Source: an optimization exercise on an open RTL-to-GDS flow (aim: small area). Production flows keep margins and buffers that such runs may drop.
Only simulation tests tie the RTL to the original design; equivalence was not proved.
Power figures rest on the tool's default switching activity, not on a simulated workload.

the baseline:
==> module top5_sorter, before the edit <==
module top5_sorter (
    input  logic            clk,
    input  logic            e203_rst_n,
    input  logic            i_frame_open,
    input  logic            i_beat_fire,
    input  logic            i_in_window,
    input  yolo_pkg::beat_t i_beat,
    input  yolo_pkg::col_t  i_col,
    input  logic [2:0]      i_row,
    output yolo_pkg::conf_t [yolo_pkg::KEEP_N-1:0] o_conf,
    output yolo_pkg::box_t  [yolo_pkg::KEEP_N-1:0] o_box,
    output yolo_pkg::col_t  [yolo_pkg::KEEP_N-1:0] o_col,
    output logic [yolo_pkg::KEEP_N-1:0][2:0]       o_row,
    output logic [yolo_pkg::KEEP_N-1:0]            o_valid,
    output logic [yolo_pkg::KEEP_N-1:0][2:0]       o_rank
);
    localparam int N = yolo_pkg::KEEP_N;
    yolo_pkg::conf_t cur_conf;
    logic            take;
    yolo_pkg::conf_t [N-1:0] conf_q;
    yolo_pkg::box_t  [N-1:0] box_q;
    yolo_pkg::col_t  [N-1:0] col_q;
    logic [N-1:0][2:0]       row_q;
    logic [N-1:0]            valid_q;
    logic [N-1:0][2:0]       rank_q;
    logic [N-1:0]            gt;
    logic [N-1:0]            evict;
    logic [N-1:0]            load;
    logic                    ins;
    logic [2:0]              pos;
    function automatic logic conf_gt(input yolo_pkg::conf_t a, input yolo_pkg::conf_t b);
        logic g;
        g = 1'b0;
        for (int i = 0; i < 8; i++) begin
            g = (a[i] & ~b[i]) | ((a[i] | ~b[i]) & g);
        end
        conf_gt = g;
    endfunction
    assign cur_conf = i_beat[yolo_pkg::CONF_LSB +: 8];
    assign take     = i_beat_fire && i_in_window;
    always_comb begin
        for (int s = 0; s < N; s++) begin
            gt[s] = !valid_q[s] || conf_gt(cur_conf, conf_q[s]);
        end
    end
    always_comb begin
        for (int s = 0; s < N; s++) begin
            if (!valid_q[N-1]) begin
                evict[s] = !valid_q[s] && ((s == 0) || valid_q[(s == 0) ? 0 : s-1]);
            end else begin
                evict[s] = rank_q[s][2];
            end
            load[s] = take && evict[s] && gt[s] && (cur_conf != 8'h00);
        end
        ins = |load;
    end
    always_comb begin
        pos = 3'd0;
        for (int s = 0; s < N; s++) begin
            pos = pos + {2'b00, !gt[s]};
        end
    end
    always_ff @(posedge clk) begin
        for (int s = 0; s < N; s++) begin
            if (load[s]) begin
                conf_q[s] <= cur_conf;
                box_q[s]  <= i_beat[31:0];
                col_q[s]  <= i_col;
                row_q[s]  <= i_row;
            end
        end
    end
    always_ff @(posedge clk) begin
        for (int s = 0; s < N; s++) begin
            if (load[s]) begin
                rank_q[s] <= pos;
            end else if (ins && gt[s]) begin
                rank_q[s] <= rank_q[s] + 3'd1;
            end
        end
    end
    always_ff @(posedge clk or negedge e203_rst_n) begin
        if (!e203_rst_n) begin
            valid_q <= '0;
        end else if (i_frame_open) begin
            valid_q <= '0;
        end else begin
            valid_q <= valid_q | load;
        end
    end
    assign o_conf  = conf_q;
    assign o_box   = box_q;
    assign o_col   = col_q;
    assign o_row   = row_q;
    assign o_valid = valid_q;
    assign o_rank  = rank_q;
endmodule
clock: 5.0 ns
lec_check: 0
cap_margin: 20
core_margin: 2
core_utilization: 40
cts_cluster_diameter: 100
cts_cluster_size: 30
slew_margin: 20
standard.sh (not shown) runs the stock make flow with config.mk's settings and CLKGATE_MAP_FILE= SYNTH_SCRIPT=/design/flow/synth_recipe.tcl, a recipe that flattens the netlist after the stock synthesis.
==> flow/flow/run.sh <==
#!/bin/bash
# The standard layout, with the smallest buffer on each input and output port,
# and non-critical gates downsized after global routing.
set -euo pipefail
bash standard.sh BUFFER_PORTS_ARGS="-buffer_cell sky130_fd_sc_hd__buf_1" RECOVER_POWER=100 finish > standard_make.log 2>&1
For the candidate, these inputs were changed with respect to the baseline:
--- a/flow/design.v
+++ b/flow/design.v
@@ -127,18 +127,14 @@
         for (int s = 0; s < N; s++) begin
             gt[s] = !valid_q[s] || conf_gt(cur_conf, conf_q[s]);
         end
     end
     always_comb begin
         for (int s = 0; s < N; s++) begin
-            if (!valid_q[N-1]) begin
-                evict[s] = !valid_q[s] && ((s == 0) || valid_q[(s == 0) ? 0 : s-1]);
-            end else begin
-                evict[s] = rank_q[s][2];
-            end
-            load[s] = take && evict[s] && gt[s] && (cur_conf != 8'h00);
+            evict[s] = rank_q[s][2];
+            load[s]  = take && evict[s] && gt[s] && (cur_conf != 8'h00);
         end
         ins = |load;
     end
     always_comb begin
         pos = 3'd0;
         for (int s = 0; s < N; s++) begin
@@ -154,13 +150,15 @@
                 row_q[s]  <= i_row;
             end
         end
     end
     always_ff @(posedge clk) begin
         for (int s = 0; s < N; s++) begin
-            if (load[s]) begin
+            if (i_frame_open) begin
+                rank_q[s] <= 3'(s);
+            end else if (load[s]) begin
                 rank_q[s] <= pos;
             end else if (ins && gt[s]) begin
                 rank_q[s] <= rank_q[s] + 3'd1;
             end
         end
     end
Notes after the runs:
Nothing crashed in the candidate and all stages finished; the problem is that the final layout failed, the offending checks being max-capacitance violations, max-slew violations. The hold slack number comes out higher for the baseline vs the candidate. Looking at internal power, the candidate sits below the baseline. From the candidate to the baseline, number of tap instances did not move at all. Topmost layer with routed signal wires: met4 -> the baseline, met5 -> the candidate. Delta (the candidate minus the baseline): area of the core region shows no meaningful change; xor and xnor area share after synthesis now sits lower; number of enable-type register cells in the synthesized netlist -15; share of the yosys chip area belonging to registers went down by 1.1 points; overall track demand over capacity in global routing fell by 0.27 points. Per the comparison of the candidate with the baseline, worst setup slack went down by 84 ps, non-clock buffer total of the final layout went up by 2. NOTE overall power the baseline->the candidate decreased by more than 10%.

-- separate check: timing with driven ports --
In the flow no input, the clock included, has a driving cell. The finished layouts below were timed again as built, in two steps.
Step 1 assumes that a clkbuf_16 drives the clock port and a buf_2 every other input.
Step 2, shift: input delay + t, output delay - t, t = (earliest + latest rising clock arrival at the registers) / 2. This alone moves slack from input paths to output paths.
a / b / c = no drivers / after step 1 / after step 2; a / b = the first two.
run | t (ns) | setup WS [ns] | worst setup path at the end | latest minus earliest clock arrival (ns) | pins driven straight from the clock port
the baseline | 0.537 | 0.727 / 0.749 / 0.212 | input to register | 0.032 / 0.032 | 1
the candidate | 0.524 | 0.643 / 0.657 / 0.132 | input to register | 0.041 / 0.041 | 1
The setup slack of the baseline, which loses most, moves by +0.022 ns with the drivers and by -0.515 ns with both steps.
